Background: an optimization exercise with open tools, aiming at small area, a short achievable clock period and few clock cycles per item. Do not read the settings as production practice. At most, simulation tests tie the RTL to the original design; equivalence was not proved. For run 2, only the layout was checked, not whether the RTL still works.

==> flow/design.v, too long to show whole: its modules and the start of the top module <==
// module muldiv_unit: 256 lines
// module muldiv_csa: 1231 lines
module muldiv_unit #(
    parameter int WIDTH     = 32,
    parameter int DIV_STEPS = 2
) (
    input  logic             clk,
    input  logic             reset,
    input  logic [3:0]       op,
    input  logic [WIDTH-1:0] src_a,
    input  logic [WIDTH-1:0] src_b,
    input  logic [1:0]       rd_sel,
    output logic             busy,
    output logic [WIDTH-1:0] result
);
  // ...
==> flow/flow/run.sh <==
#!/bin/bash
# The standard layout (the standard.sh, unchanged synthesis and steps), except that the
# port buffers that global placement inserts on every input and output use a plain buf_2
# instead of the delay-cell buffer buffer_ports would otherwise pick.
set -euo pipefail
export BUFFER_PORTS_ARGS="-buffer_cell sky130_fd_sc_hd__buf_2"
bash standard.sh > standard.log 2>&1
==> flow/standard.sh <==
#!/bin/bash
# synth_recipe.tcl (not shown) runs the flow's synth.tcl, then flattens the netlist and writes it again
# the make line also repeats each setting of config.mk as NAME=value (left out here)
make -C /OpenROAD-flow-scripts/flow DESIGN_CONFIG=/design/flow/config.mk WORK_HOME=/design/flow/orfs CLKGATE_MAP_FILE= SYNTH_SCRIPT=/design/flow/synth_recipe.tcl "${@:-finish}"
==> flow/config.mk <==
export PLATFORM = sky130hd
export DESIGN_NAME = muldiv_unit
export DESIGN_NICKNAME = muldiv_unit
export VERILOG_FILES = /design/flow/design.v
export SDC_FILE = /design/flow/constraint.sdc
export NUM_CORES = 4
export LEC_CHECK = 0
export ABC_AREA = 1
export CAP_MARGIN = 20
export CORE_MARGIN = 2
export CORE_UTILIZATION = 40
export SLEW_MARGIN = 20
==> flow/constraint.sdc <==
create_clock -name core_clock -period 15.0 [get_ports {clk}]
set_input_delay 3.0000 -clock core_clock [delete_from_list [all_inputs] [get_ports {clk}]]
set_output_delay 3.0000 -clock core_clock [all_outputs]
set_load 0.01 [all_outputs]
==> impl_metrics.csv, run 1 <==
group,metric,value,unit
run_status,status,"timing/DRC/antenna clean",
detailed_routing,wl,174000,um
worst_setup_path,r2r_slack,7220,ps
floorplanning,dieArea,86400,um2
synthesis,synth.cell_area,33600,um2
timing,finalCritPeriodShare,51.9,%
detailed_routing,vias,36761,
timing,timing.hold.ws,583,ps
cts,post_cts_buffers,0,
cells_and_area,ff_latch_area,4430,um2
synthesis,synth_top_family_by_area,"simple AND/OR/NAND/NOR gates",
cells_and_area,postLayoutCoreUtil,43.3,%
place,hpwl,136000,um
worst_setup_path,critical_path.startpoint_type,"flop",
synthesis,syn_inst,4876,
timing,max_slew_margin,16.9,%
worst_setup_path,critPathMostFrequentCell,"nand2_1",
timing,setup_viol,0,
cts,cts_buffers,17,
cells_and_area,layout_common_cells,"980 x nand2_1, 604 x inv_1, 360 x xor2_1",
hold_path,hp-start,"busy$_DFFE_PN0P_",
cts,insertion_delay,480,ps
detailed_routing,wl_met2,73400,um
cells_and_area,design_area,36100,um2
detailed_routing,vias_per_cell,6.17,
worst_setup_path,critical_path_buf_inv_count,3,
synthesis,synth-warning-count,3,
floorplanning,dieHeight,294,um
place,io_buffers,104,
cells_and_area,multi_input_area,25900,um2
hold_path,holdCritPathClass,"flop to flop",
synthesis,syn_avg_cell_area,6.89,um2
place,place_area,35500,um2
timing,setup_tns,0,ps
global_routing,use_met2,59.8,%
synthesis,ys_seq_area_share,13.2,%
Testbench counts, summed over its fixed seeds: cycles 9,800, items 3,200.
==> run 2, diff against run 1 <==
==> flow/design.v (replaced) <==
module muldiv_unit #(
    parameter int WIDTH     = 32,
    parameter int DIV_STEPS = 2
) (
    input  logic             clk,
    input  logic             reset,
    input  logic [3:0]       op,
    input  logic [WIDTH-1:0] src_a,
    input  logic [WIDTH-1:0] src_b,
    input  logic [1:0]       rd_sel,
    output logic             busy,
    output logic [WIDTH-1:0] result
);
    localparam int DW   = WIDTH + DIV_STEPS;                    
    localparam int NITR = (WIDTH + DIV_STEPS - 1) / DIV_STEPS;  
    localparam logic [3:0] OP_MULT  = 4'd1;
    localparam logic [3:0] OP_MULTU = 4'd2;
    localparam logic [3:0] OP_DIV   = 4'd3;
    localparam logic [3:0] OP_DIVU  = 4'd4;
    localparam logic [3:0] OP_MADD  = 4'd5;
    localparam logic [3:0] OP_MADDU = 4'd6;
    localparam logic [3:0] OP_MSUB  = 4'd7;
    localparam logic [3:0] OP_MSUBU = 4'd8;
    localparam logic [3:0] OP_MTHI  = 4'd9;
    localparam logic [3:0] OP_MTLO  = 4'd10;
    typedef enum logic [2:0] {IDLE, MUL, ALIGN, DIV, FIX} state_t;
    state_t           state;
    logic [WIDTH-1:0] hi, lo;
    logic [32:0]      x;         
    logic             macc;      
    logic             bprev;     
    logic [DW-1:0]    dv;        
    logic [3:0]       cnt;
    logic             sgn, msub, neg_q, neg_r;
    logic is_mul, is_div, is_sgn, is_acc, is_sub;
    always_comb begin
        is_mul = 1'b0; is_div = 1'b0; is_sgn = 1'b0; is_acc = 1'b0; is_sub = 1'b0;
        case (op)
            OP_MULT:  begin is_mul = 1'b1; is_sgn = 1'b1; end
            OP_MULTU: is_mul = 1'b1;
            OP_MADD:  begin is_mul = 1'b1; is_sgn = 1'b1; is_acc = 1'b1; end
            OP_MADDU: begin is_mul = 1'b1; is_acc = 1'b1; end
            OP_MSUB:  begin is_mul = 1'b1; is_sgn = 1'b1; is_acc = 1'b1; is_sub = 1'b1; end
            OP_MSUBU: begin is_mul = 1'b1; is_acc = 1'b1; is_sub = 1'b1; end
            OP_DIV:   begin is_div = 1'b1; is_sgn = 1'b1; end
            OP_DIVU:  is_div = 1'b1;
            default: ;
        endcase
    end
    logic              last_mul;
    logic [48:0]       mt, cs_s, cs_c;
    logic [31:0]       mz;
    logic [32:0]       mh;
    logic [33:0]       mu [8];
    logic [33:0]       mux_row;
    logic [16:0]       mcorr;
    always_comb begin
        logic [2:0]  bits;
        logic        one, two, neg;
        logic [33:0] m, r;
        last_mul = (cnt[0] == 1'b0);
        mh = {~x[32], x[31:0]};
        mcorr = '0;
        for (int k = 0; k < 8; k++) begin
            bits = (k == 0) ? {lo[1], lo[0], bprev} : {lo[2*k+1], lo[2*k], lo[2*k-1]};
            one  = bits[1] ^ bits[0];
            two  = (bits[2] & ~bits[1] & ~bits[0]) | (~bits[2] & bits[1] & bits[0]);
            neg  = bits[2] ^ msub;
            m    = ({34{one}} & {dv[32], dv[32:0]}) | ({34{two}} & {dv[32:0], 1'b0});
            r    = m ^ {34{neg}};
            mu[k] = {~r[33], r[32:0]};
            mcorr[2*k] = neg;
        end
        one = last_mul && !sgn && lo[15];
        r = ({34{one}} & {1'b0, dv[32:0]}) ^ {34{one && msub}};
        mux_row = {~r[33], r[32:0]};
        mcorr[16] = one && msub;
        mz = hi & {WIDTH{last_mul && macc}};
    end
    logic hs1;
    logic hc2;
    muldiv_ha u_hs1 (.a(mh[14]), .b(mu[0][14]), .s(hs1), .co(hc2));
    logic hs3;
    logic hc4;
    muldiv_ha u_hs3 (.a(mh[15]), .b(mu[0][15]), .s(hs3), .co(hc4));
    logic fs5;
    logic fc6;
    muldiv_fa u_fs5 (.a(mh[16]), .b(mu[0][16]), .c(mu[1][14]), .s(fs5), .co(fc6));
    logic fs7;
    logic fc8;
    muldiv_fa u_fs7 (.a(mu[2][12]), .b(mu[3][10]), .c(mu[4][8]), .s(fs7), .co(fc8));
    logic fs9;
    logic fc10;
    muldiv_fa u_fs9 (.a(mh[17]), .b(mu[0][17]), .c(mu[1][15]), .s(fs9), .co(fc10));
    logic fs11;
    logic fc12;
    muldiv_fa u_fs11 (.a(mu[2][13]), .b(mu[3][11]), .c(mu[4][9]), .s(fs11), .co(fc12));
    logic fs13;
    logic fc14;
    muldiv_fa u_fs13 (.a(mh[18]), .b(mu[0][18]), .c(mu[1][16]), .s(fs13), .co(fc14));
    logic fs15;
    logic fc16;
    muldiv_fa u_fs15 (.a(mu[2][14]), .b(mu[3][12]), .c(mu[4][10]), .s(fs15), .co(fc16));
    logic fs17;
    logic fc18;
    muldiv_fa u_fs17 (.a(mh[19]), .b(mu[0][19]), .c(mu[1][17]), .s(fs17), .co(fc18));
    logic fs19;
    logic fc20;
    muldiv_fa u_fs19 (.a(mu[2][15]), .b(mu[3][13]), .c(mu[4][11]), .s(fs19), .co(fc20));
    logic fs21;
    logic fc22;
    muldiv_fa u_fs21 (.a(mh[20]), .b(mu[0][20]), .c(mu[1][18]), .s(fs21), .co(fc22));
    logic fs23;
    logic fc24;
    muldiv_fa u_fs23 (.a(mu[2][16]), .b(mu[3][14]), .c(mu[4][12]), .s(fs23), .co(fc24));
    logic fs25;
    logic fc26;
    muldiv_fa u_fs25 (.a(mh[21]), .b(mu[0][21]), .c(mu[1][19]), .s(fs25), .co(fc26));
    logic fs27;
    logic fc28;
    muldiv_fa u_fs27 (.a(mu[2][17]), .b(mu[3][15]), .c(mu[4][13]), .s(fs27), .co(fc28));
    logic fs29;
    logic fc30;
    muldiv_fa u_fs29 (.a(mh[22]), .b(mu[0][22]), .c(mu[1][20]), .s(fs29), .co(fc30));
    logic fs31;
    logic fc32;
    muldiv_fa u_fs31 (.a(mu[2][18]), .b(mu[3][16]), .c(mu[4][14]), .s(fs31), .co(fc32));
    logic fs33;
    logic fc34;
    muldiv_fa u_fs33 (.a(mh[23]), .b(mu[0][23]), .c(mu[1][21]), .s(fs33), .co(fc34));
    logic fs35;
    logic fc36;
    muldiv_fa u_fs35 (.a(mu[2][19]), .b(mu[3][17]), .c(mu[4][15]), .s(fs35), .co(fc36));
    logic fs37;
    logic fc38;
    muldiv_fa u_fs37 (.a(mh[24]), .b(mu[0][24]), .c(mu[1][22]), .s(fs37), .co(fc38));
    logic fs39;
    logic fc40;
    muldiv_fa u_fs39 (.a(mu[2][20]), .b(mu[3][18]), .c(mu[4][16]), .s(fs39), .co(fc40));
    logic fs41;
    logic fc42;
    muldiv_fa u_fs41 (.a(mh[25]), .b(mu[0][25]), .c(mu[1][23]), .s(fs41), .co(fc42));
    logic fs43;
    logic fc44;
    muldiv_fa u_fs43 (.a(mu[2][21]), .b(mu[3][19]), .c(mu[4][17]), .s(fs43), .co(fc44));
    logic fs45;
    logic fc46;
    muldiv_fa u_fs45 (.a(mh[26]), .b(mu[0][26]), .c(mu[1][24]), .s(fs45), .co(fc46));
    logic fs47;
    logic fc48;
    muldiv_fa u_fs47 (.a(mu[2][22]), .b(mu[3][20]), .c(mu[4][18]), .s(fs47), .co(fc48));
    logic fs49;
    logic fc50;
    muldiv_fa u_fs49 (.a(mh[27]), .b(mu[0][27]), .c(mu[1][25]), .s(fs49), .co(fc50));
    logic fs51;
    logic fc52;
    muldiv_fa u_fs51 (.a(mu[2][23]), .b(mu[3][21]), .c(mu[4][19]), .s(fs51), .co(fc52));
    logic fs53;
    logic fc54;
    muldiv_fa u_fs53 (.a(mh[28]), .b(mu[0][28]), .c(mu[1][26]), .s(fs53), .co(fc54));
    logic fs55;
    logic fc56;
    muldiv_fa u_fs55 (.a(mu[2][24]), .b(mu[3][22]), .c(mu[4][20]), .s(fs55), .co(fc56));
    logic fs57;
    logic fc58;
    muldiv_fa u_fs57 (.a(mh[29]), .b(mu[0][29]), .c(mu[1][27]), .s(fs57), .co(fc58));
    logic fs59;
    logic fc60;
    muldiv_fa u_fs59 (.a(mu[2][25]), .b(mu[3][23]), .c(mu[4][21]), .s(fs59), .co(fc60));
    logic fs61;
    logic fc62;
    muldiv_fa u_fs61 (.a(mh[30]), .b(mu[0][30]), .c(mu[1][28]), .s(fs61), .co(fc62));
    logic fs63;
    logic fc64;
    muldiv_fa u_fs63 (.a(mu[2][26]), .b(mu[3][24]), .c(mu[4][22]), .s(fs63), .co(fc64));
    logic fs65;
    logic fc66;
    muldiv_fa u_fs65 (.a(mh[31]), .b(mu[0][31]), .c(mu[1][29]), .s(fs65), .co(fc66));
    logic fs67;
    logic fc68;
    muldiv_fa u_fs67 (.a(mu[2][27]), .b(mu[3][25]), .c(mu[4][23]), .s(fs67), .co(fc68));
    logic fs69;
    logic fc70;
    muldiv_fa u_fs69 (.a(mh[32]), .b(mu[0][32]), .c(mu[1][30]), .s(fs69), .co(fc70));
    logic fs71;
    logic fc72;
    muldiv_fa u_fs71 (.a(mu[2][28]), .b(mu[3][26]), .c(mu[4][24]), .s(fs71), .co(fc72));
    logic hs73;
    logic hc74;
    muldiv_ha u_hs73 (.a(mu[5][22]), .b(mu[6][20]), .s(hs73), .co(hc74));
    logic fs75;
    logic fc76;
    muldiv_fa u_fs75 (.a(mu[0][33]), .b(mu[1][31]), .c(mu[2][29]), .s(fs75), .co(fc76));
    logic fs77;
    logic fc78;
    muldiv_fa u_fs77 (.a(mu[3][27]), .b(mu[4][25]), .c(mu[5][23]), .s(fs77), .co(fc78));
    logic fs79;
    logic fc80;
    muldiv_fa u_fs79 (.a(mu[1][32]), .b(mu[2][30]), .c(mu[3][28]), .s(fs79), .co(fc80));
    logic hs81;
    logic hc82;
    muldiv_ha u_hs81 (.a(mu[4][26]), .b(mu[5][24]), .s(hs81), .co(hc82));
    logic fs83;
    logic fc84;
    muldiv_fa u_fs83 (.a(mu[1][33]), .b(mu[2][31]), .c(mu[3][29]), .s(fs83), .co(fc84));
    logic hs85;
    logic hc86;
    muldiv_ha u_hs85 (.a(mu[2][32]), .b(mu[3][30]), .s(hs85), .co(hc86));
    logic hs87;
    logic hc88;
    muldiv_ha u_hs87 (.a(mh[8]), .b(mu[0][8]), .s(hs87), .co(hc88));
    logic hs89;
    logic hc90;
    muldiv_ha u_hs89 (.a(mh[9]), .b(mu[0][9]), .s(hs89), .co(hc90));
    logic fs91;
    logic fc92;
    muldiv_fa u_fs91 (.a(mh[10]), .b(mu[0][10]), .c(mu[1][8]), .s(fs91), .co(fc92));
    logic hs93;
    logic hc94;
    muldiv_ha u_hs93 (.a(mu[2][6]), .b(mu[3][4]), .s(hs93), .co(hc94));
    logic fs95;
    logic fc96;
    muldiv_fa u_fs95 (.a(mh[11]), .b(mu[0][11]), .c(mu[1][9]), .s(fs95), .co(fc96));
    logic hs97;
    logic hc98;
    muldiv_ha u_hs97 (.a(mu[2][7]), .b(mu[3][5]), .s(hs97), .co(hc98));
    logic fs99;
    logic fc100;
    muldiv_fa u_fs99 (.a(mh[12]), .b(mu[0][12]), .c(mu[1][10]), .s(fs99), .co(fc100));
    logic fs101;
    logic fc102;
    muldiv_fa u_fs101 (.a(mu[2][8]), .b(mu[3][6]), .c(mu[4][4]), .s(fs101), .co(fc102));
    logic hs103;
    logic hc104;
    muldiv_ha u_hs103 (.a(mu[5][2]), .b(mu[6][0]), .s(hs103), .co(hc104));
    logic fs105;
    logic fc106;
    muldiv_fa u_fs105 (.a(mh[13]), .b(mu[0][13]), .c(mu[1][11]), .s(fs105), .co(fc106));
    logic fs107;
    logic fc108;
    muldiv_fa u_fs107 (.a(mu[2][9]), .b(mu[3][7]), .c(mu[4][5]), .s(fs107), .co(fc108));
    logic hs109;
    logic hc110;
    muldiv_ha u_hs109 (.a(mu[5][3]), .b(mu[6][1]), .s(hs109), .co(hc110));
    logic fs111;
    logic fc112;
    muldiv_fa u_fs111 (.a(mu[1][12]), .b(mu[2][10]), .c(mu[3][8]), .s(fs111), .co(fc112));
    logic fs113;
    logic fc114;
    muldiv_fa u_fs113 (.a(mu[4][6]), .b(mu[5][4]), .c(mu[6][2]), .s(fs113), .co(fc114));
    logic fs115;
    logic fc116;
    muldiv_fa u_fs115 (.a(mu[7][0]), .b(mcorr[14]), .c(hs1), .s(fs115), .co(fc116));
    logic fs117;
    logic fc118;
    muldiv_fa u_fs117 (.a(mu[1][13]), .b(mu[2][11]), .c(mu[3][9]), .s(fs117), .co(fc118));
    logic fs119;
    logic fc120;
    muldiv_fa u_fs119 (.a(mu[4][7]), .b(mu[5][5]), .c(mu[6][3]), .s(fs119), .co(fc120));
    logic fs121;
    logic fc122;
    muldiv_fa u_fs121 (.a(mu[7][1]), .b(hc2), .c(hs3), .s(fs121), .co(fc122));
    logic fs123;
    logic fc124;
    muldiv_fa u_fs123 (.a(mu[5][6]), .b(mu[6][4]), .c(mu[7][2]), .s(fs123), .co(fc124));
    logic fs125;
    logic fc126;
    muldiv_fa u_fs125 (.a(mux_row[0]), .b(mcorr[16]), .c(mz[0]), .s(fs125), .co(fc126));
    logic fs127;
    logic fc128;
    muldiv_fa u_fs127 (.a(hc4), .b(fs5), .c(fs7), .s(fs127), .co(fc128));
    logic fs129;
    logic fc130;
    muldiv_fa u_fs129 (.a(mu[5][7]), .b(mu[6][5]), .c(mu[7][3]), .s(fs129), .co(fc130));
    logic fs131;
    logic fc132;
    muldiv_fa u_fs131 (.a(mux_row[1]), .b(mz[1]), .c(fc6), .s(fs131), .co(fc132));
    logic fs133;
    logic fc134;
    muldiv_fa u_fs133 (.a(fc8), .b(fs9), .c(fs11), .s(fs133), .co(fc134));
    logic fs135;
    logic fc136;
    muldiv_fa u_fs135 (.a(mu[5][8]), .b(mu[6][6]), .c(mu[7][4]), .s(fs135), .co(fc136));
    logic fs137;
    logic fc138;
    muldiv_fa u_fs137 (.a(mux_row[2]), .b(mz[2]), .c(fc10), .s(fs137), .co(fc138));
    logic fs139;
    logic fc140;
    muldiv_fa u_fs139 (.a(fc12), .b(fs13), .c(fs15), .s(fs139), .co(fc140));
    logic fs141;
    logic fc142;
    muldiv_fa u_fs141 (.a(mu[5][9]), .b(mu[6][7]), .c(mu[7][5]), .s(fs141), .co(fc142));
    logic fs143;
    logic fc144;
    muldiv_fa u_fs143 (.a(mux_row[3]), .b(mz[3]), .c(fc14), .s(fs143), .co(fc144));
    logic fs145;
    logic fc146;
    muldiv_fa u_fs145 (.a(fc16), .b(fs17), .c(fs19), .s(fs145), .co(fc146));
    logic fs147;
    logic fc148;
    muldiv_fa u_fs147 (.a(mu[5][10]), .b(mu[6][8]), .c(mu[7][6]), .s(fs147), .co(fc148));
    logic fs149;
    logic fc150;
    muldiv_fa u_fs149 (.a(mux_row[4]), .b(mz[4]), .c(fc18), .s(fs149), .co(fc150));
    logic fs151;
    logic fc152;
    muldiv_fa u_fs151 (.a(fc20), .b(fs21), .c(fs23), .s(fs151), .co(fc152));
    logic fs153;
    logic fc154;
    muldiv_fa u_fs153 (.a(mu[5][11]), .b(mu[6][9]), .c(mu[7][7]), .s(fs153), .co(fc154));
    logic fs155;
    logic fc156;
    muldiv_fa u_fs155 (.a(mux_row[5]), .b(mz[5]), .c(fc22), .s(fs155), .co(fc156));
    logic fs157;
    logic fc158;
    muldiv_fa u_fs157 (.a(fc24), .b(fs25), .c(fs27), .s(fs157), .co(fc158));
    logic fs159;
    logic fc160;
    muldiv_fa u_fs159 (.a(mu[5][12]), .b(mu[6][10]), .c(mu[7][8]), .s(fs159), .co(fc160));
    logic fs161;
    logic fc162;
    muldiv_fa u_fs161 (.a(mux_row[6]), .b(mz[6]), .c(fc26), .s(fs161), .co(fc162));
    logic fs163;
    logic fc164;
    muldiv_fa u_fs163 (.a(fc28), .b(fs29), .c(fs31), .s(fs163), .co(fc164));
    logic fs165;
    logic fc166;
    muldiv_fa u_fs165 (.a(mu[5][13]), .b(mu[6][11]), .c(mu[7][9]), .s(fs165), .co(fc166));
    logic fs167;
    logic fc168;
    muldiv_fa u_fs167 (.a(mux_row[7]), .b(mz[7]), .c(fc30), .s(fs167), .co(fc168));
    logic fs169;
    logic fc170;
    muldiv_fa u_fs169 (.a(fc32), .b(fs33), .c(fs35), .s(fs169), .co(fc170));
    logic fs171;
    logic fc172;
    muldiv_fa u_fs171 (.a(mu[5][14]), .b(mu[6][12]), .c(mu[7][10]), .s(fs171), .co(fc172));
    logic fs173;
    logic fc174;
    muldiv_fa u_fs173 (.a(mux_row[8]), .b(mz[8]), .c(fc34), .s(fs173), .co(fc174));
    logic fs175;
    logic fc176;
    muldiv_fa u_fs175 (.a(fc36), .b(fs37), .c(fs39), .s(fs175), .co(fc176));
    logic fs177;
    logic fc178;
    muldiv_fa u_fs177 (.a(mu[5][15]), .b(mu[6][13]), .c(mu[7][11]), .s(fs177), .co(fc178));
    logic fs179;
    logic fc180;
    muldiv_fa u_fs179 (.a(mux_row[9]), .b(mz[9]), .c(fc38), .s(fs179), .co(fc180));
    logic fs181;
    logic fc182;
    muldiv_fa u_fs181 (.a(fc40), .b(fs41), .c(fs43), .s(fs181), .co(fc182));
    logic fs183;
    logic fc184;
    muldiv_fa u_fs183 (.a(mu[5][16]), .b(mu[6][14]), .c(mu[7][12]), .s(fs183), .co(fc184));
    logic fs185;
    logic fc186;
    muldiv_fa u_fs185 (.a(mux_row[10]), .b(mz[10]), .c(fc42), .s(fs185), .co(fc186));
    logic fs187;
    logic fc188;
    muldiv_fa u_fs187 (.a(fc44), .b(fs45), .c(fs47), .s(fs187), .co(fc188));
    logic fs189;
    logic fc190;
    muldiv_fa u_fs189 (.a(mu[5][17]), .b(mu[6][15]), .c(mu[7][13]), .s(fs189), .co(fc190));
    logic fs191;
    logic fc192;
    muldiv_fa u_fs191 (.a(mux_row[11]), .b(mz[11]), .c(fc46), .s(fs191), .co(fc192));
    logic fs193;
    logic fc194;
    muldiv_fa u_fs193 (.a(fc48), .b(fs49), .c(fs51), .s(fs193), .co(fc194));
    logic fs195;
    logic fc196;
    muldiv_fa u_fs195 (.a(mu[5][18]), .b(mu[6][16]), .c(mu[7][14]), .s(fs195), .co(fc196));
    logic fs197;
    logic fc198;
    muldiv_fa u_fs197 (.a(mux_row[12]), .b(mz[12]), .c(fc50), .s(fs197), .co(fc198));
    logic fs199;
    logic fc200;
    muldiv_fa u_fs199 (.a(fc52), .b(fs53), .c(fs55), .s(fs199), .co(fc200));
    logic fs201;
    logic fc202;
    muldiv_fa u_fs201 (.a(mu[5][19]), .b(mu[6][17]), .c(mu[7][15]), .s(fs201), .co(fc202));
    logic fs203;
    logic fc204;
    muldiv_fa u_fs203 (.a(mux_row[13]), .b(mz[13]), .c(fc54), .s(fs203), .co(fc204));
    logic fs205;
    logic fc206;
    muldiv_fa u_fs205 (.a(fc56), .b(fs57), .c(fs59), .s(fs205), .co(fc206));
    logic fs207;
    logic fc208;
    muldiv_fa u_fs207 (.a(mu[5][20]), .b(mu[6][18]), .c(mu[7][16]), .s(fs207), .co(fc208));
    logic fs209;
    logic fc210;
    muldiv_fa u_fs209 (.a(mux_row[14]), .b(mz[14]), .c(fc58), .s(fs209), .co(fc210));
    logic fs211;
    logic fc212;
    muldiv_fa u_fs211 (.a(fc60), .b(fs61), .c(fs63), .s(fs211), .co(fc212));
    logic fs213;
    logic fc214;
    muldiv_fa u_fs213 (.a(mu[5][21]), .b(mu[6][19]), .c(mu[7][17]), .s(fs213), .co(fc214));
    logic fs215;
    logic fc216;
    muldiv_fa u_fs215 (.a(mux_row[15]), .b(mz[15]), .c(fc62), .s(fs215), .co(fc216));
    logic fs217;
    logic fc218;
    muldiv_fa u_fs217 (.a(fc64), .b(fs65), .c(fs67), .s(fs217), .co(fc218));
    logic fs219;
    logic fc220;
    muldiv_fa u_fs219 (.a(mu[7][18]), .b(mux_row[16]), .c(1'b1), .s(fs219), .co(fc220));
    logic fs221;
    logic fc222;
    muldiv_fa u_fs221 (.a(mz[16]), .b(fc66), .c(fc68), .s(fs221), .co(fc222));
    logic fs223;
    logic fc224;
    muldiv_fa u_fs223 (.a(fs69), .b(fs71), .c(hs73), .s(fs223), .co(fc224));
    logic fs225;
    logic fc226;
    muldiv_fa u_fs225 (.a(mu[6][21]), .b(mu[7][19]), .c(mux_row[17]), .s(fs225), .co(fc226));
    logic fs227;
    logic fc228;
    muldiv_fa u_fs227 (.a(mz[17]), .b(fc70), .c(fc72), .s(fs227), .co(fc228));
    logic fs229;
    logic fc230;
    muldiv_fa u_fs229 (.a(hc74), .b(fs75), .c(fs77), .s(fs229), .co(fc230));
    logic fs231;
    logic fc232;
    muldiv_fa u_fs231 (.a(mu[6][22]), .b(mu[7][20]), .c(mux_row[18]), .s(fs231), .co(fc232));
    logic fs233;
    logic fc234;
    muldiv_fa u_fs233 (.a(1'b1), .b(mz[18]), .c(fc76), .s(fs233), .co(fc234));
    logic fs235;
    logic fc236;
    muldiv_fa u_fs235 (.a(fc78), .b(fs79), .c(hs81), .s(fs235), .co(fc236));
    logic fs237;
    logic fc238;
    muldiv_fa u_fs237 (.a(mu[4][27]), .b(mu[5][25]), .c(mu[6][23]), .s(fs237), .co(fc238));
    logic fs239;
    logic fc240;
    muldiv_fa u_fs239 (.a(mu[7][21]), .b(mux_row[19]), .c(mz[19]), .s(fs239), .co(fc240));
    logic fs241;
    logic fc242;
    muldiv_fa u_fs241 (.a(fc80), .b(hc82), .c(fs83), .s(fs241), .co(fc242));
    logic fs243;
    logic fc244;
    muldiv_fa u_fs243 (.a(mu[4][28]), .b(mu[5][26]), .c(mu[6][24]), .s(fs243), .co(fc244));
    logic fs245;
    logic fc246;
    muldiv_fa u_fs245 (.a(mu[7][22]), .b(mux_row[20]), .c(1'b1), .s(fs245), .co(fc246));
    logic fs247;
    logic fc248;
    muldiv_fa u_fs247 (.a(mz[20]), .b(fc84), .c(hs85), .s(fs247), .co(fc248));
    logic fs249;
    logic fc250;
    muldiv_fa u_fs249 (.a(mu[2][33]), .b(mu[3][31]), .c(mu[4][29]), .s(fs249), .co(fc250));
    logic fs251;
    logic fc252;
    muldiv_fa u_fs251 (.a(mu[5][27]), .b(mu[6][25]), .c(mu[7][23]), .s(fs251), .co(fc252));
    logic fs253;
    logic fc254;
    muldiv_fa u_fs253 (.a(mux_row[21]), .b(mz[21]), .c(hc86), .s(fs253), .co(fc254));
    logic fs255;
    logic fc256;
    muldiv_fa u_fs255 (.a(mu[3][32]), .b(mu[4][30]), .c(mu[5][28]), .s(fs255), .co(fc256));
    logic fs257;
    logic fc258;
    muldiv_fa u_fs257 (.a(mu[6][26]), .b(mu[7][24]), .c(mux_row[22]), .s(fs257), .co(fc258));
    logic hs259;
    logic hc260;
    muldiv_ha u_hs259 (.a(1'b1), .b(mz[22]), .s(hs259), .co(hc260));
    logic fs261;
    logic fc262;
    muldiv_fa u_fs261 (.a(mu[3][33]), .b(mu[4][31]), .c(mu[5][29]), .s(fs261), .co(fc262));
    logic fs263;
    logic fc264;
    muldiv_fa u_fs263 (.a(mu[6][27]), .b(mu[7][25]), .c(mux_row[23]), .s(fs263), .co(fc264));
    logic fs265;
    logic fc266;
    muldiv_fa u_fs265 (.a(mu[4][32]), .b(mu[5][30]), .c(mu[6][28]), .s(fs265), .co(fc266));
    logic hs267;
    logic hc268;
    muldiv_ha u_hs267 (.a(mu[7][26]), .b(mux_row[24]), .s(hs267), .co(hc268));
    logic fs269;
    logic fc270;
    muldiv_fa u_fs269 (.a(mu[4][33]), .b(mu[5][31]), .c(mu[6][29]), .s(fs269), .co(fc270));
    logic hs271;
    logic hc272;
    muldiv_ha u_hs271 (.a(mu[5][32]), .b(mu[6][30]), .s(hs271), .co(hc272));
    logic hs273;
    logic hc274;
    muldiv_ha u_hs273 (.a(mh[4]), .b(mu[0][4]), .s(hs273), .co(hc274));
    logic hs275;
    logic hc276;
    muldiv_ha u_hs275 (.a(mh[5]), .b(mu[0][5]), .s(hs275), .co(hc276));
    logic fs277;
    logic fc278;
    muldiv_fa u_fs277 (.a(mh[6]), .b(mu[0][6]), .c(mu[1][4]), .s(fs277), .co(fc278));
    logic hs279;
    logic hc280;
    muldiv_ha u_hs279 (.a(mu[2][2]), .b(mu[3][0]), .s(hs279), .co(hc280));
    logic fs281;
    logic fc282;
    muldiv_fa u_fs281 (.a(mh[7]), .b(mu[0][7]), .c(mu[1][5]), .s(fs281), .co(fc282));
    logic hs283;
    logic hc284;
    muldiv_ha u_hs283 (.a(mu[2][3]), .b(mu[3][1]), .s(hs283), .co(hc284));
    logic fs285;
    logic fc286;
    muldiv_fa u_fs285 (.a(mu[1][6]), .b(mu[2][4]), .c(mu[3][2]), .s(fs285), .co(fc286));
    logic fs287;
    logic fc288;
    muldiv_fa u_fs287 (.a(mu[4][0]), .b(mcorr[8]), .c(hs87), .s(fs287), .co(fc288));
    logic fs289;
    logic fc290;
    muldiv_fa u_fs289 (.a(mu[1][7]), .b(mu[2][5]), .c(mu[3][3]), .s(fs289), .co(fc290));
    logic fs291;
    logic fc292;
    muldiv_fa u_fs291 (.a(mu[4][1]), .b(hc88), .c(hs89), .s(fs291), .co(fc292));
    logic fs293;
    logic fc294;
    muldiv_fa u_fs293 (.a(mu[4][2]), .b(mu[5][0]), .c(mcorr[10]), .s(fs293), .co(fc294));
    logic fs295;
    logic fc296;
    muldiv_fa u_fs295 (.a(hc90), .b(fs91), .c(hs93), .s(fs295), .co(fc296));
    logic fs297;
    logic fc298;
    muldiv_fa u_fs297 (.a(mu[4][3]), .b(mu[5][1]), .c(fc92), .s(fs297), .co(fc298));
    logic fs299;
    logic fc300;
    muldiv_fa u_fs299 (.a(hc94), .b(fs95), .c(hs97), .s(fs299), .co(fc300));
    logic fs301;
    logic fc302;
    muldiv_fa u_fs301 (.a(mcorr[12]), .b(fc96), .c(hc98), .s(fs301), .co(fc302));
    logic fs303;
    logic fc304;
    muldiv_fa u_fs303 (.a(fs99), .b(fs101), .c(hs103), .s(fs303), .co(fc304));
    logic fs305;
    logic fc306;
    muldiv_fa u_fs305 (.a(fc100), .b(fc102), .c(hc104), .s(fs305), .co(fc306));
    logic fs307;
    logic fc308;
    muldiv_fa u_fs307 (.a(fs105), .b(fs107), .c(hs109), .s(fs307), .co(fc308));
    logic fs309;
    logic fc310;
    muldiv_fa u_fs309 (.a(fc106), .b(fc108), .c(hc110), .s(fs309), .co(fc310));
    logic fs311;
    logic fc312;
    muldiv_fa u_fs311 (.a(fs111), .b(fs113), .c(fs115), .s(fs311), .co(fc312));
    logic fs313;
    logic fc314;
    muldiv_fa u_fs313 (.a(fc112), .b(fc114), .c(fc116), .s(fs313), .co(fc314));
    logic fs315;
    logic fc316;
    muldiv_fa u_fs315 (.a(fs117), .b(fs119), .c(fs121), .s(fs315), .co(fc316));
    logic fs317;
    logic fc318;
    muldiv_fa u_fs317 (.a(fc118), .b(fc120), .c(fc122), .s(fs317), .co(fc318));
    logic fs319;
    logic fc320;
    muldiv_fa u_fs319 (.a(fs123), .b(fs125), .c(fs127), .s(fs319), .co(fc320));
    logic fs321;
    logic fc322;
    muldiv_fa u_fs321 (.a(fc124), .b(fc126), .c(fc128), .s(fs321), .co(fc322));
    logic fs323;
    logic fc324;
    muldiv_fa u_fs323 (.a(fs129), .b(fs131), .c(fs133), .s(fs323), .co(fc324));
    logic fs325;
    logic fc326;
    muldiv_fa u_fs325 (.a(fc130), .b(fc132), .c(fc134), .s(fs325), .co(fc326));
    logic fs327;
    logic fc328;
    muldiv_fa u_fs327 (.a(fs135), .b(fs137), .c(fs139), .s(fs327), .co(fc328));
    logic fs329;
    logic fc330;
    muldiv_fa u_fs329 (.a(fc136), .b(fc138), .c(fc140), .s(fs329), .co(fc330));
    logic fs331;
    logic fc332;
    muldiv_fa u_fs331 (.a(fs141), .b(fs143), .c(fs145), .s(fs331), .co(fc332));
    logic fs333;
    logic fc334;
    muldiv_fa u_fs333 (.a(fc142), .b(fc144), .c(fc146), .s(fs333), .co(fc334));
    logic fs335;
    logic fc336;
    muldiv_fa u_fs335 (.a(fs147), .b(fs149), .c(fs151), .s(fs335), .co(fc336));
    logic fs337;
    logic fc338;
    muldiv_fa u_fs337 (.a(fc148), .b(fc150), .c(fc152), .s(fs337), .co(fc338));
    logic fs339;
    logic fc340;
    muldiv_fa u_fs339 (.a(fs153), .b(fs155), .c(fs157), .s(fs339), .co(fc340));
    logic fs341;
    logic fc342;
    muldiv_fa u_fs341 (.a(fc154), .b(fc156), .c(fc158), .s(fs341), .co(fc342));
    logic fs343;
    logic fc344;
    muldiv_fa u_fs343 (.a(fs159), .b(fs161), .c(fs163), .s(fs343), .co(fc344));
    logic fs345;
    logic fc346;
    muldiv_fa u_fs345 (.a(fc160), .b(fc162), .c(fc164), .s(fs345), .co(fc346));
    logic fs347;
    logic fc348;
    muldiv_fa u_fs347 (.a(fs165), .b(fs167), .c(fs169), .s(fs347), .co(fc348));
    logic fs349;
    logic fc350;
    muldiv_fa u_fs349 (.a(fc166), .b(fc168), .c(fc170), .s(fs349), .co(fc350));
    logic fs351;
    logic fc352;
    muldiv_fa u_fs351 (.a(fs171), .b(fs173), .c(fs175), .s(fs351), .co(fc352));
    logic fs353;
    logic fc354;
    muldiv_fa u_fs353 (.a(fc172), .b(fc174), .c(fc176), .s(fs353), .co(fc354));
    logic fs355;
    logic fc356;
    muldiv_fa u_fs355 (.a(fs177), .b(fs179), .c(fs181), .s(fs355), .co(fc356));
    logic fs357;
    logic fc358;
    muldiv_fa u_fs357 (.a(fc178), .b(fc180), .c(fc182), .s(fs357), .co(fc358));
    logic fs359;
    logic fc360;
    muldiv_fa u_fs359 (.a(fs183), .b(fs185), .c(fs187), .s(fs359), .co(fc360));
    logic fs361;
    logic fc362;
    muldiv_fa u_fs361 (.a(fc184), .b(fc186), .c(fc188), .s(fs361), .co(fc362));
    logic fs363;
    logic fc364;
    muldiv_fa u_fs363 (.a(fs189), .b(fs191), .c(fs193), .s(fs363), .co(fc364));
    logic fs365;
    logic fc366;
    muldiv_fa u_fs365 (.a(fc190), .b(fc192), .c(fc194), .s(fs365), .co(fc366));
    logic fs367;
    logic fc368;
    muldiv_fa u_fs367 (.a(fs195), .b(fs197), .c(fs199), .s(fs367), .co(fc368));
    logic fs369;
    logic fc370;
    muldiv_fa u_fs369 (.a(fc196), .b(fc198), .c(fc200), .s(fs369), .co(fc370));
    logic fs371;
    logic fc372;
    muldiv_fa u_fs371 (.a(fs201), .b(fs203), .c(fs205), .s(fs371), .co(fc372));
    logic fs373;
    logic fc374;
    muldiv_fa u_fs373 (.a(fc202), .b(fc204), .c(fc206), .s(fs373), .co(fc374));
    logic fs375;
    logic fc376;
    muldiv_fa u_fs375 (.a(fs207), .b(fs209), .c(fs211), .s(fs375), .co(fc376));
    logic fs377;
    logic fc378;
    muldiv_fa u_fs377 (.a(fc208), .b(fc210), .c(fc212), .s(fs377), .co(fc378));
    logic fs379;
    logic fc380;
    muldiv_fa u_fs379 (.a(fs213), .b(fs215), .c(fs217), .s(fs379), .co(fc380));
    logic fs381;
    logic fc382;
    muldiv_fa u_fs381 (.a(fc214), .b(fc216), .c(fc218), .s(fs381), .co(fc382));
    logic fs383;
    logic fc384;
    muldiv_fa u_fs383 (.a(fs219), .b(fs221), .c(fs223), .s(fs383), .co(fc384));
    logic fs385;
    logic fc386;
    muldiv_fa u_fs385 (.a(fc220), .b(fc222), .c(fc224), .s(fs385), .co(fc386));
    logic fs387;
    logic fc388;
    muldiv_fa u_fs387 (.a(fs225), .b(fs227), .c(fs229), .s(fs387), .co(fc388));
    logic fs389;
    logic fc390;
    muldiv_fa u_fs389 (.a(fc226), .b(fc228), .c(fc230), .s(fs389), .co(fc390));
    logic fs391;
    logic fc392;
    muldiv_fa u_fs391 (.a(fs231), .b(fs233), .c(fs235), .s(fs391), .co(fc392));
    logic fs393;
    logic fc394;
    muldiv_fa u_fs393 (.a(fc232), .b(fc234), .c(fc236), .s(fs393), .co(fc394));
    logic fs395;
    logic fc396;
    muldiv_fa u_fs395 (.a(fs237), .b(fs239), .c(fs241), .s(fs395), .co(fc396));
    logic fs397;
    logic fc398;
    muldiv_fa u_fs397 (.a(fc238), .b(fc240), .c(fc242), .s(fs397), .co(fc398));
    logic fs399;
    logic fc400;
    muldiv_fa u_fs399 (.a(fs243), .b(fs245), .c(fs247), .s(fs399), .co(fc400));
    logic fs401;
    logic fc402;
    muldiv_fa u_fs401 (.a(fc244), .b(fc246), .c(fc248), .s(fs401), .co(fc402));
    logic fs403;
    logic fc404;
    muldiv_fa u_fs403 (.a(fs249), .b(fs251), .c(fs253), .s(fs403), .co(fc404));
    logic fs405;
    logic fc406;
    muldiv_fa u_fs405 (.a(fc250), .b(fc252), .c(fc254), .s(fs405), .co(fc406));
    logic fs407;
    logic fc408;
    muldiv_fa u_fs407 (.a(fs255), .b(fs257), .c(hs259), .s(fs407), .co(fc408));
    logic fs409;
    logic fc410;
    muldiv_fa u_fs409 (.a(mz[23]), .b(fc256), .c(fc258), .s(fs409), .co(fc410));
    logic fs411;
    logic fc412;
    muldiv_fa u_fs411 (.a(hc260), .b(fs261), .c(fs263), .s(fs411), .co(fc412));
    logic fs413;
    logic fc414;
    muldiv_fa u_fs413 (.a(1'b1), .b(mz[24]), .c(fc262), .s(fs413), .co(fc414));
    logic fs415;
    logic fc416;
    muldiv_fa u_fs415 (.a(fc264), .b(fs265), .c(hs267), .s(fs415), .co(fc416));
    logic fs417;
    logic fc418;
    muldiv_fa u_fs417 (.a(mu[7][27]), .b(mux_row[25]), .c(mz[25]), .s(fs417), .co(fc418));
    logic fs419;
    logic fc420;
    muldiv_fa u_fs419 (.a(fc266), .b(hc268), .c(fs269), .s(fs419), .co(fc420));
    logic fs421;
    logic fc422;
    muldiv_fa u_fs421 (.a(mu[7][28]), .b(mux_row[26]), .c(1'b1), .s(fs421), .co(fc422));
    logic fs423;
    logic fc424;
    muldiv_fa u_fs423 (.a(mz[26]), .b(fc270), .c(hs271), .s(fs423), .co(fc424));
    logic fs425;
    logic fc426;
    muldiv_fa u_fs425 (.a(mu[5][33]), .b(mu[6][31]), .c(mu[7][29]), .s(fs425), .co(fc426));
    logic fs427;
    logic fc428;
    muldiv_fa u_fs427 (.a(mux_row[27]), .b(mz[27]), .c(hc272), .s(fs427), .co(fc428));
    logic fs429;
    logic fc430;
    muldiv_fa u_fs429 (.a(mu[6][32]), .b(mu[7][30]), .c(mux_row[28]), .s(fs429), .co(fc430));
    logic hs431;
    logic hc432;
    muldiv_ha u_hs431 (.a(1'b1), .b(mz[28]), .s(hs431), .co(hc432));
    logic fs433;
    logic fc434;
    muldiv_fa u_fs433 (.a(mu[6][33]), .b(mu[7][31]), .c(mux_row[29]), .s(fs433), .co(fc434));
    logic hs435;
    logic hc436;
    muldiv_ha u_hs435 (.a(mu[7][32]), .b(mux_row[30]), .s(hs435), .co(hc436));
    logic hs437;
    logic hc438;
    muldiv_ha u_hs437 (.a(mh[2]), .b(mu[0][2]), .s(hs437), .co(hc438));
    logic hs439;
    logic hc440;
    muldiv_ha u_hs439 (.a(mh[3]), .b(mu[0][3]), .s(hs439), .co(hc440));
    logic fs441;
    logic fc442;
    muldiv_fa u_fs441 (.a(mu[1][2]), .b(mu[2][0]), .c(mcorr[4]), .s(fs441), .co(fc442));
    logic fs443;
    logic fc444;
    muldiv_fa u_fs443 (.a(mu[1][3]), .b(mu[2][1]), .c(hc274), .s(fs443), .co(fc444));
    logic fs445;
    logic fc446;
    muldiv_fa u_fs445 (.a(mcorr[6]), .b(hc276), .c(fs277), .s(fs445), .co(fc446));
    logic fs447;
    logic fc448;
    muldiv_fa u_fs447 (.a(fc278), .b(hc280), .c(fs281), .s(fs447), .co(fc448));
    logic fs449;
    logic fc450;
    muldiv_fa u_fs449 (.a(fc282), .b(hc284), .c(fs285), .s(fs449), .co(fc450));
    logic fs451;
    logic fc452;
    muldiv_fa u_fs451 (.a(fc286), .b(fc288), .c(fs289), .s(fs451), .co(fc452));
    logic fs453;
    logic fc454;
    muldiv_fa u_fs453 (.a(fc290), .b(fc292), .c(fs293), .s(fs453), .co(fc454));
    logic fs455;
    logic fc456;
    muldiv_fa u_fs455 (.a(fc294), .b(fc296), .c(fs297), .s(fs455), .co(fc456));
    logic fs457;
    logic fc458;
    muldiv_fa u_fs457 (.a(fc298), .b(fc300), .c(fs301), .s(fs457), .co(fc458));
    logic fs459;
    logic fc460;
    muldiv_fa u_fs459 (.a(fc302), .b(fc304), .c(fs305), .s(fs459), .co(fc460));
    logic fs461;
    logic fc462;
    muldiv_fa u_fs461 (.a(fc306), .b(fc308), .c(fs309), .s(fs461), .co(fc462));
    logic fs463;
    logic fc464;
    muldiv_fa u_fs463 (.a(fc310), .b(fc312), .c(fs313), .s(fs463), .co(fc464));
    logic fs465;
    logic fc466;
    muldiv_fa u_fs465 (.a(fc314), .b(fc316), .c(fs317), .s(fs465), .co(fc466));
    logic fs467;
    logic fc468;
    muldiv_fa u_fs467 (.a(fc318), .b(fc320), .c(fs321), .s(fs467), .co(fc468));
    logic fs469;
    logic fc470;
    muldiv_fa u_fs469 (.a(fc322), .b(fc324), .c(fs325), .s(fs469), .co(fc470));
    logic fs471;
    logic fc472;
    muldiv_fa u_fs471 (.a(fc326), .b(fc328), .c(fs329), .s(fs471), .co(fc472));
    logic fs473;
    logic fc474;
    muldiv_fa u_fs473 (.a(fc330), .b(fc332), .c(fs333), .s(fs473), .co(fc474));
    logic fs475;
    logic fc476;
    muldiv_fa u_fs475 (.a(fc334), .b(fc336), .c(fs337), .s(fs475), .co(fc476));
    logic fs477;
    logic fc478;
    muldiv_fa u_fs477 (.a(fc338), .b(fc340), .c(fs341), .s(fs477), .co(fc478));
    logic fs479;
    logic fc480;
    muldiv_fa u_fs479 (.a(fc342), .b(fc344), .c(fs345), .s(fs479), .co(fc480));
    logic fs481;
    logic fc482;
    muldiv_fa u_fs481 (.a(fc346), .b(fc348), .c(fs349), .s(fs481), .co(fc482));
    logic fs483;
    logic fc484;
    muldiv_fa u_fs483 (.a(fc350), .b(fc352), .c(fs353), .s(fs483), .co(fc484));
    logic fs485;
    logic fc486;
    muldiv_fa u_fs485 (.a(fc354), .b(fc356), .c(fs357), .s(fs485), .co(fc486));
    logic fs487;
    logic fc488;
    muldiv_fa u_fs487 (.a(fc358), .b(fc360), .c(fs361), .s(fs487), .co(fc488));
    logic fs489;
    logic fc490;
    muldiv_fa u_fs489 (.a(fc362), .b(fc364), .c(fs365), .s(fs489), .co(fc490));
    logic fs491;
    logic fc492;
    muldiv_fa u_fs491 (.a(fc366), .b(fc368), .c(fs369), .s(fs491), .co(fc492));
    logic fs493;
    logic fc494;
    muldiv_fa u_fs493 (.a(fc370), .b(fc372), .c(fs373), .s(fs493), .co(fc494));
    logic fs495;
    logic fc496;
    muldiv_fa u_fs495 (.a(fc374), .b(fc376), .c(fs377), .s(fs495), .co(fc496));
    logic fs497;
    logic fc498;
    muldiv_fa u_fs497 (.a(fc378), .b(fc380), .c(fs381), .s(fs497), .co(fc498));
    logic fs499;
    logic fc500;
    muldiv_fa u_fs499 (.a(fc382), .b(fc384), .c(fs385), .s(fs499), .co(fc500));
    logic fs501;
    logic fc502;
    muldiv_fa u_fs501 (.a(fc386), .b(fc388), .c(fs389), .s(fs501), .co(fc502));
    logic fs503;
    logic fc504;
    muldiv_fa u_fs503 (.a(fc390), .b(fc392), .c(fs393), .s(fs503), .co(fc504));
    logic fs505;
    logic fc506;
    muldiv_fa u_fs505 (.a(fc394), .b(fc396), .c(fs397), .s(fs505), .co(fc506));
    logic fs507;
    logic fc508;
    muldiv_fa u_fs507 (.a(fc398), .b(fc400), .c(fs401), .s(fs507), .co(fc508));
    logic fs509;
    logic fc510;
    muldiv_fa u_fs509 (.a(fc402), .b(fc404), .c(fs405), .s(fs509), .co(fc510));
    logic fs511;
    logic fc512;
    muldiv_fa u_fs511 (.a(fc406), .b(fc408), .c(fs409), .s(fs511), .co(fc512));
    logic fs513;
    logic fc514;
    muldiv_fa u_fs513 (.a(fc410), .b(fc412), .c(fs413), .s(fs513), .co(fc514));
    logic fs515;
    logic fc516;
    muldiv_fa u_fs515 (.a(fc414), .b(fc416), .c(fs417), .s(fs515), .co(fc516));
    logic fs517;
    logic fc518;
    muldiv_fa u_fs517 (.a(fc418), .b(fc420), .c(fs421), .s(fs517), .co(fc518));
    logic fs519;
    logic fc520;
    muldiv_fa u_fs519 (.a(fc422), .b(fc424), .c(fs425), .s(fs519), .co(fc520));
    logic fs521;
    logic fc522;
    muldiv_fa u_fs521 (.a(fc426), .b(fc428), .c(fs429), .s(fs521), .co(fc522));
    logic fs523;
    logic fc524;
    muldiv_fa u_fs523 (.a(mz[29]), .b(fc430), .c(hc432), .s(fs523), .co(fc524));
    logic fs525;
    logic fc526;
    muldiv_fa u_fs525 (.a(1'b1), .b(mz[30]), .c(fc434), .s(fs525), .co(fc526));
    logic fs527;
    logic fc528;
    muldiv_fa u_fs527 (.a(mu[7][33]), .b(mux_row[31]), .c(mz[31]), .s(fs527), .co(fc528));
    logic hs529;
    logic hc530;
    muldiv_ha u_hs529 (.a(mh[0]), .b(mu[0][0]), .s(hs529), .co(hc530));
    logic hs531;
    logic hc532;
    muldiv_ha u_hs531 (.a(mh[1]), .b(mu[0][1]), .s(hs531), .co(hc532));
    logic fs533;
    logic fc534;
    muldiv_fa u_fs533 (.a(mu[1][0]), .b(mcorr[2]), .c(hs437), .s(fs533), .co(fc534));
    logic fs535;
    logic fc536;
    muldiv_fa u_fs535 (.a(mu[1][1]), .b(hc438), .c(hs439), .s(fs535), .co(fc536));
    logic fs537;
    logic fc538;
    muldiv_fa u_fs537 (.a(hs273), .b(hc440), .c(fs441), .s(fs537), .co(fc538));
    logic fs539;
    logic fc540;
    muldiv_fa u_fs539 (.a(hs275), .b(fc442), .c(fs443), .s(fs539), .co(fc540));
    logic fs541;
    logic fc542;
    muldiv_fa u_fs541 (.a(hs279), .b(fc444), .c(fs445), .s(fs541), .co(fc542));
    logic fs543;
    logic fc544;
    muldiv_fa u_fs543 (.a(hs283), .b(fc446), .c(fs447), .s(fs543), .co(fc544));
    logic fs545;
    logic fc546;
    muldiv_fa u_fs545 (.a(fs287), .b(fc448), .c(fs449), .s(fs545), .co(fc546));
    logic fs547;
    logic fc548;
    muldiv_fa u_fs547 (.a(fs291), .b(fc450), .c(fs451), .s(fs547), .co(fc548));
    logic fs549;
    logic fc550;
    muldiv_fa u_fs549 (.a(fs295), .b(fc452), .c(fs453), .s(fs549), .co(fc550));
    logic fs551;
    logic fc552;
    muldiv_fa u_fs551 (.a(fs299), .b(fc454), .c(fs455), .s(fs551), .co(fc552));
    logic fs553;
    logic fc554;
    muldiv_fa u_fs553 (.a(fs303), .b(fc456), .c(fs457), .s(fs553), .co(fc554));
    logic fs555;
    logic fc556;
    muldiv_fa u_fs555 (.a(fs307), .b(fc458), .c(fs459), .s(fs555), .co(fc556));
    logic fs557;
    logic fc558;
    muldiv_fa u_fs557 (.a(fs311), .b(fc460), .c(fs461), .s(fs557), .co(fc558));
    logic fs559;
    logic fc560;
    muldiv_fa u_fs559 (.a(fs315), .b(fc462), .c(fs463), .s(fs559), .co(fc560));
    logic fs561;
    logic fc562;
    muldiv_fa u_fs561 (.a(fs319), .b(fc464), .c(fs465), .s(fs561), .co(fc562));
    logic fs563;
    logic fc564;
    muldiv_fa u_fs563 (.a(fs323), .b(fc466), .c(fs467), .s(fs563), .co(fc564));
    logic fs565;
    logic fc566;
    muldiv_fa u_fs565 (.a(fs327), .b(fc468), .c(fs469), .s(fs565), .co(fc566));
    logic fs567;
    logic fc568;
    muldiv_fa u_fs567 (.a(fs331), .b(fc470), .c(fs471), .s(fs567), .co(fc568));
    logic fs569;
    logic fc570;
    muldiv_fa u_fs569 (.a(fs335), .b(fc472), .c(fs473), .s(fs569), .co(fc570));
    logic fs571;
    logic fc572;
    muldiv_fa u_fs571 (.a(fs339), .b(fc474), .c(fs475), .s(fs571), .co(fc572));
    logic fs573;
    logic fc574;
    muldiv_fa u_fs573 (.a(fs343), .b(fc476), .c(fs477), .s(fs573), .co(fc574));
    logic fs575;
    logic fc576;
    muldiv_fa u_fs575 (.a(fs347), .b(fc478), .c(fs479), .s(fs575), .co(fc576));
    logic fs577;
    logic fc578;
    muldiv_fa u_fs577 (.a(fs351), .b(fc480), .c(fs481), .s(fs577), .co(fc578));
    logic fs579;
    logic fc580;
    muldiv_fa u_fs579 (.a(fs355), .b(fc482), .c(fs483), .s(fs579), .co(fc580));
    logic fs581;
    logic fc582;
    muldiv_fa u_fs581 (.a(fs359), .b(fc484), .c(fs485), .s(fs581), .co(fc582));
    logic fs583;
    logic fc584;
    muldiv_fa u_fs583 (.a(fs363), .b(fc486), .c(fs487), .s(fs583), .co(fc584));
    logic fs585;
    logic fc586;
    muldiv_fa u_fs585 (.a(fs367), .b(fc488), .c(fs489), .s(fs585), .co(fc586));
    logic fs587;
    logic fc588;
    muldiv_fa u_fs587 (.a(fs371), .b(fc490), .c(fs491), .s(fs587), .co(fc588));
    logic fs589;
    logic fc590;
    muldiv_fa u_fs589 (.a(fs375), .b(fc492), .c(fs493), .s(fs589), .co(fc590));
    logic fs591;
    logic fc592;
    muldiv_fa u_fs591 (.a(fs379), .b(fc494), .c(fs495), .s(fs591), .co(fc592));
    logic fs593;
    logic fc594;
    muldiv_fa u_fs593 (.a(fs383), .b(fc496), .c(fs497), .s(fs593), .co(fc594));
    logic fs595;
    logic fc596;
    muldiv_fa u_fs595 (.a(fs387), .b(fc498), .c(fs499), .s(fs595), .co(fc596));
    logic fs597;
    logic fc598;
    muldiv_fa u_fs597 (.a(fs391), .b(fc500), .c(fs501), .s(fs597), .co(fc598));
    logic fs599;
    logic fc600;
    muldiv_fa u_fs599 (.a(fs395), .b(fc502), .c(fs503), .s(fs599), .co(fc600));
    logic fs601;
    logic fc602;
    muldiv_fa u_fs601 (.a(fs399), .b(fc504), .c(fs505), .s(fs601), .co(fc602));
    logic fs603;
    logic fc604;
    muldiv_fa u_fs603 (.a(fs403), .b(fc506), .c(fs507), .s(fs603), .co(fc604));
    logic fs605;
    logic fc606;
    muldiv_fa u_fs605 (.a(fs407), .b(fc508), .c(fs509), .s(fs605), .co(fc606));
    logic fs607;
    logic fc608;
    muldiv_fa u_fs607 (.a(fs411), .b(fc510), .c(fs511), .s(fs607), .co(fc608));
    logic fs609;
    logic fc610;
    muldiv_fa u_fs609 (.a(fs415), .b(fc512), .c(fs513), .s(fs609), .co(fc610));
    logic fs611;
    logic fc612;
    muldiv_fa u_fs611 (.a(fs419), .b(fc514), .c(fs515), .s(fs611), .co(fc612));
    logic fs613;
    logic fc614;
    muldiv_fa u_fs613 (.a(fs423), .b(fc516), .c(fs517), .s(fs613), .co(fc614));
    logic fs615;
    logic fc616;
    muldiv_fa u_fs615 (.a(fs427), .b(fc518), .c(fs519), .s(fs615), .co(fc616));
    logic fs617;
    logic fc618;
    muldiv_fa u_fs617 (.a(hs431), .b(fc520), .c(fs521), .s(fs617), .co(fc618));
    logic fs619;
    logic fc620;
    muldiv_fa u_fs619 (.a(fs433), .b(fc522), .c(fs523), .s(fs619), .co(fc620));
    logic fs621;
    logic fc622;
    muldiv_fa u_fs621 (.a(hs435), .b(fc524), .c(fs525), .s(fs621), .co(fc622));
    logic fs623;
    logic fc624;
    muldiv_fa u_fs623 (.a(hc436), .b(fc526), .c(fs527), .s(fs623), .co(fc624));
    logic fs625;
    logic fc626;
    muldiv_fa u_fs625 (.a(mux_row[32]), .b(1'b1), .c(fc528), .s(fs625), .co(fc626));
    assign cs_s = {fc624, fc622, fc620, fc618, fc616, fc614, fc612, fc610, fc608, fc606, fc604, fc602, fc600, fc598, fc596, fc594, fc592, fc590, fc588, fc586, fc584, fc582, fc580, fc578, fc576, fc574, fc572, fc570, fc568, fc566, fc564, fc562, fc560, fc558, fc556, fc554, fc552, fc550, fc548, fc546, fc544, fc542, fc540, fc538, fc536, fc534, hc532, hc530, mcorr[0]};
    assign cs_c = {fs625, fs623, fs621, fs619, fs617, fs615, fs613, fs611, fs609, fs607, fs605, fs603, fs601, fs599, fs597, fs595, fs593, fs591, fs589, fs587, fs585, fs583, fs581, fs579, fs577, fs575, fs573, fs571, fs569, fs567, fs565, fs563, fs561, fs559, fs557, fs555, fs553, fs551, fs549, fs547, fs545, fs543, fs541, fs539, fs537, fs535, fs533, hs531, hs529};
    assign mt = cs_s + cs_c;
    function automatic logic [WIDTH-1:0] negate(input logic [WIDTH-1:0] x);
        logic [WIDTH-1:0] o;
        o = x;
        for (int l = 1; l < WIDTH; l = l * 2)
            for (int i = WIDTH - 1; i >= 0; i--)
                if ((i / l) % 2 == 1)
                    o[i] = o[i] | o[(i / l) * l - 1];
        negate = x ^ {o[WIDTH-2:0], 1'b0};
    endfunction
    logic [WIDTH-1:0] neg_hi, neg_lo, mag_a, mag_b;
    assign neg_hi = negate(hi);
    assign neg_lo = negate(lo);
    assign mag_a = (sgn && hi[WIDTH-1]) ? neg_hi : hi;
    assign mag_b = (sgn && lo[WIDTH-1]) ? neg_lo : lo;
    function automatic logic signed [6:0] lead_pos(input logic [WIDTH-1:0] v, input logic neg, input logic top);
        logic [WIDTH-1:0] w;
        logic [15:0]      x1;
        logic [7:0]       x2;
        logic [3:0]       x3;
        logic [1:0]       x4;
        logic [4:0]       p;
        w    = v ^ {WIDTH{neg}};
        p[4] = |w[31:16];
        x1   = p[4] ? w[31:16] : w[15:0];
        p[3] = |x1[15:8];
        x2   = p[3] ? x1[15:8] : x1[7:0];
        p[2] = |x2[7:4];
        x3   = p[2] ? x2[7:4] : x2[3:0];
        p[1] = |x3[3:2];
        x4   = p[1] ? x3[3:2] : x3[1:0];
        p[0] = x4[1];
        if (w == '0)
            lead_pos = neg ? 7'sd0 : -7'sd1;    
        else
            lead_pos = {2'b0, p} + {6'b0, neg && top};
    endfunction
    logic signed [6:0] pos_a, pos_b, pa, pb, sdiff;
    assign pa = dv[13:7];
    assign pb = dv[6:0];
    assign bz = dv[14];
    logic [3:0]  nitr;         
    logic [5:0]  shamt;
    logic        q_zero, bz;   
    always_comb begin
        pos_a  = lead_pos(src_a, is_sgn && src_a[WIDTH-1], 1'b1);
        pos_b  = lead_pos(src_b, is_sgn && src_b[WIDTH-1], 1'b0);
        sdiff  = pa - pb;
        q_zero = sdiff[6];
        nitr   = 4'(sdiff[5:0] / DIV_STEPS);
        shamt  = 6'((32'(nitr) + 1) * DIV_STEPS - 1);
    end
    logic [WIDTH-1:0]     dr;
    logic [DIV_STEPS-1:0] dq;
    always_comb begin
        logic [DW:0] t;
        dr = hi;
        for (int j = 0; j < DIV_STEPS; j++) begin
            t = {1'b0, {(DW-WIDTH){1'b0}}, dr} - {1'b0, dv >> j};
            dq[DIV_STEPS-1-j] = ~t[DW];
            if (!t[DW]) dr = t[WIDTH-1:0];
        end
    end
    always_ff @(posedge clk or negedge reset) begin
        if (!reset) begin
            state <= IDLE;
            busy  <= 1'b0;
            hi    <= '0;
            lo    <= '0;
        end else begin
            case (state)
                IDLE: begin
                    if (op == OP_MTHI)
                        hi <= src_a;
                    else if (op == OP_MTLO)
                        lo <= src_a;
                    else if (is_mul) begin
                        lo    <= src_b;
                        state <= MUL;
                        busy  <= 1'b1;
                    end else if (is_div) begin
                        hi    <= src_a;
                        lo    <= src_b;
                        state <= ALIGN;
                        busy  <= 1'b1;
                    end
                end
                MUL: begin
                    lo <= {mt[15:0], lo[WIDTH-1:16]};
                    if (last_mul) begin
                        hi    <= mt[47:16];
                        state <= IDLE;
                        busy  <= 1'b0;
                    end
                end
                ALIGN: begin
                    if (bz) begin
                        lo    <= '1;
                        state <= IDLE;
                        busy  <= 1'b0;
                    end else if (q_zero) begin
                        lo    <= '0;
                        state <= IDLE;
                        busy  <= 1'b0;
                    end else begin
                        hi    <= mag_a;
                        lo    <= '0;
                        state <= DIV;
                    end
                end
                DIV: begin
                    hi <= dr;
                    lo <= {lo[WIDTH-1-DIV_STEPS:0], dq};
                    if (cnt == '0) begin
                        if (neg_q || neg_r)
                            state <= FIX;
                        else begin
                            state <= IDLE;
                            busy  <= 1'b0;
                        end
                    end
                end
                FIX: begin
                    if (neg_r) hi <= neg_hi;
                    if (neg_q) lo <= neg_lo;
                    state <= IDLE;
                    busy  <= 1'b0;
                end
                default: begin
                    state <= IDLE;
                    busy  <= 1'b0;
                end
            endcase
        end
    end
    always_ff @(posedge clk) begin
        case (state)
            IDLE: begin
                if (is_mul) begin
                    x    <= {1'b0, (is_acc ? lo : '0)};
                    macc <= is_acc;
                    dv   <= DW'({is_sgn & src_a[WIDTH-1], src_a});
                    bprev <= 1'b0;
                    cnt  <= 4'd1;
                    sgn  <= is_sgn;
                    msub <= is_sub;
                end else if (is_div) begin
                    sgn  <= is_sgn;
                    dv   <= DW'({src_b == '0, pos_a, pos_b});
                end
            end
            MUL: begin
                x     <= mt[48:16];
                bprev <= lo[15];
                cnt   <= cnt - 1'b1;
            end
            ALIGN: begin
                dv    <= DW'(mag_b) << shamt;
                cnt   <= nitr;
                neg_q <= sgn && (hi[WIDTH-1] ^ lo[WIDTH-1]);
                neg_r <= sgn && hi[WIDTH-1];
            end
            DIV: begin
                dv  <= dv >> DIV_STEPS;
                cnt <= cnt - 1'b1;
            end
            default: ;
        endcase
    end
    logic sel_hi, sel_lo;
    assign sel_hi = rd_sel[0] & ~rd_sel[1];
    assign sel_lo = rd_sel[1] & ~rd_sel[0];
    assign result = ({WIDTH{sel_hi}} & hi) | ({WIDTH{sel_lo}} & lo);
endmodule
module muldiv_fa (
    input  logic a,
    input  logic b,
    input  logic c,
    output logic s,
    output logic co
);
    assign s  = a ^ b ^ c;
    assign co = (a & b) | (a & c) | (b & c);
endmodule
module muldiv_ha (
    input  logic a,
    input  logic b,
    output logic s,
    output logic co
);
    assign s  = a ^ b;
    assign co = a & b;
endmodule
--- a/flow/config.mk
+++ b/flow/config.mk
@@ -5,8 +5,9 @@
 export SDC_FILE = /design/flow/constraint.sdc
 export NUM_CORES = 4
 export LEC_CHECK = 0
 export ABC_AREA = 1
 export CAP_MARGIN = 20
 export CORE_MARGIN = 2
 export CORE_UTILIZATION = 40
 export SLEW_MARGIN = 20
+export SYNTH_HIERARCHICAL = 1
==> run 2 against run 1 <==
Against the previous run: via count shrank 8.2%; clock skew is 0.93 ps higher; first-iteration DRC count is 11% higher; sequential share of layout area is 0.28 points lower; still clean on timing, DRC and antenna; wire length down 10%; synthesized area fell by 7.3%; maximum frequency fell by 12%; setup slack got worse by 1100 ps.
==> impl_metrics.csv, run 2 <==
group,metric,value,unit
detailed_routing,vias,33755,
synthesis,ys_seq_area_share,12.9,%
timing,timing.hold.ws,568,ps
job,maxCapViolations,0,
timing,finalCritPeriodShare,59.3,%
hold_path,holdCritPathClass,"flop to flop",
synthesis,syn_avg_cell_area,7.34,um2
worst_setup_path,worst_ep_required_time,15390,ps
timing,setup_viol,0,
synthesis,syn_inst,4247,
cells_and_area,final_common_cell,"nand2_1",
synthesis,synth_top_cell_area_share,18.8,%
synthesis,synth_enable_flop_cells,77,
worst_setup_path,r2r_slack,6110,ps
synthesis,yosysMostFrequentCell,"nand2_1",
cts,cts_resized,0,
floorplanning,dieArea,80100,um2
place,gp_congestion,1.11,
timing,slew_violations,0,
cts,insertion_delay,510,ps
cells_and_area,drive_gt1_share,7.61,%
floorplanning,dieHeight,283,um
timing,layout_min_cycle_time,8890,ps
timing,clock_skew,16.3,ps
cts,cts_buffers,17,
place,dpl.cell_count,5252,
synthesis,synth-warning-count,9,
timing,setup_tns,0,ps
place,hpwl,123000,um
synthesis,synth.cell_area,31200,um2
worst_setup_path,critical_path.startpoint_type,"flop",
cells_and_area,layout_common_cells,"715 x nand2_1, 353 x xor2_1, 352 x inv_1",
detailed_routing,drt_iter0_drc,4883,
timing,max_slew_margin,13.2,%
detailed_routing,vias_per_cell,6.38,
hold_path,hp-start,"hi[7]$_DFFE_PN0P_",
cts,cts_tree,"built",
place,io_buffers,104,
synthesis,ys_types,62,
detailed_routing,wl,156000,um
cts,post_cts_buffers,0,
run_status,status,"timing/DRC/antenna clean",
worst_setup_path,end_kind,"flop",
cts,ctsHoldBuffers,0,
run 2: cell count changes in the layout (fill, tap and decap cells not counted), moves of 12 or more:
cell / delta
a32oi_1: -18
buf_4: -20
edfxtp_1: -14
fa_1: +26
ha_1: -12
inv_1: -252
nand2_1: -265
nand3_1: -81
nand3b_1: -13
nor2_1: -43
o21ai_0: +23
o21bai_1: -23
o31ai_1: +36
xnor2_1: +17
run 2: worst max path at each step:
stage	startpoint	to	slack, ps	cells past startpoint
final	msub$_DFFE_PP_	hi[25]$_DFFE_PN0P_	6110	23
after global routing	msub$_DFFE_PP_	hi[25]$_DFFE_PN0P_	5930	23
after CTS	msub$_DFFE_PP_	hi[25]$_DFFE_PN0P_	6460	23
after detailed placement	msub$_DFFE_PP_	hi[25]$_DFFE_PN0P_	6490	23
after global placement	msub$_DFFE_PP_	hi[25]$_DFFE_PN0P_	6570	23
after floorplan	rd_sel[1]	result[10]	8180	5
run 2: critical path, stage by stage, from the launching register on:
cell	delay, ps
edfxtp_1	890
buf_4	650
xnor2_1	220
inv_2	760
xor2_1	260
fa_1	470
fa_1	490
fa_1	420
fa_1	550
fa_1	450
ha_1	430
nand2_1	100
inv_1	70
nand2_1	100
nor2_1	200
nand4_1	100
o21ai_0	990
a21oi_1	270
o21ai_0	380
a21oi_1	100
o21ai_0	410
nand3_1	170
o211ai_1	140
nand2_1	70
run 2: cell type report:
class	count	area, um2	share of cell area (%)
timing repair buffer	193	1210	3.61
clock inverter	15	168	0.501
clock buffer	17	425	1.27
tap	1040	1300	3.89
inverter	405	1520	4.55
multi-input combinational	3470	24800	74.1
antenna	5	12.5	0.0374
sequential	145	4010	12.0
run 2: kinds of logic (layout without fill, tap and decap cells):
group	count (synthesis)	count (layout)	synth area share, %
AOI/OAI and AO/OA	1165	1165	22.2
xor gates and xnor gates	429	429	12.1
adders and majority gates	455	455	25.3
buffers and inverters	640	630	7.90
DFF	145	145	12.9
muxes	11	11	0.353
other	1	14	0.0120
and+or+nand+nor	1401	1401	19.2
run 2: layer usage:
| layer | global-route usage (%) | up-vias | wire length (um) |
|---|---|---|---|
| li1 | - | 14618 | - |
| met1 | 51.5 | 16262 | 61800 |
| met2 | 55.7 | 2398 | 64900 |
| met3 | 10.2 | 471 | 20200 |
| met4 | 20.0 | 6 | 9510 |
| met5 | 0 | - | 27 |
run 2: per-module statistics from Yosys, one instance, submodules excluded:
module	flops+latches	cell area, um2
muldiv_unit	145	25100
muldiv_fa	0	20.0
muldiv_ha	0	12.5
run 2: stage by stage:
step                cell area (um2)  util [%]  worst slack (ps)
finish                        33400      43.2              6110
global route                  33400      43.2              5930
CTS                           33400      43.2              6460
detailed placement            32800      42.4              6490
global placement              32800      42.4              6570
floorplan                     31200         -              8180

## re-timing with driven ports
The results above use ideal ports. As a check the final layouts listed here were re-extracted and re-timed, cells and wires unchanged. Step 1 assumes that a clkbuf_16 drives the clock port and a buf_2 every other input. Step 2 also shifts input and output timing later by t, the mid clock arrival at the registers, as if the neighbouring blocks saw the same clock. Slacks: no drivers / after step 1 / after step 2; pairs: no drivers / after step 1.
| run | t, ns | slack for setup (ns) | clock arrival spread, ns | slew at the worst register clock pin (ns) |
|---|---|---|---|---|
| run 1 | 0.534 | 7.215 / 7.215 / 7.215 | 0.015 / 0.015 | 0.08 / 0.08 |
| run 2 | 0.571 | 6.109 / 6.109 / 6.109 | 0.017 / 0.016 | 0.08 / 0.08 |
After both steps setup and hold are still met in every run listed.
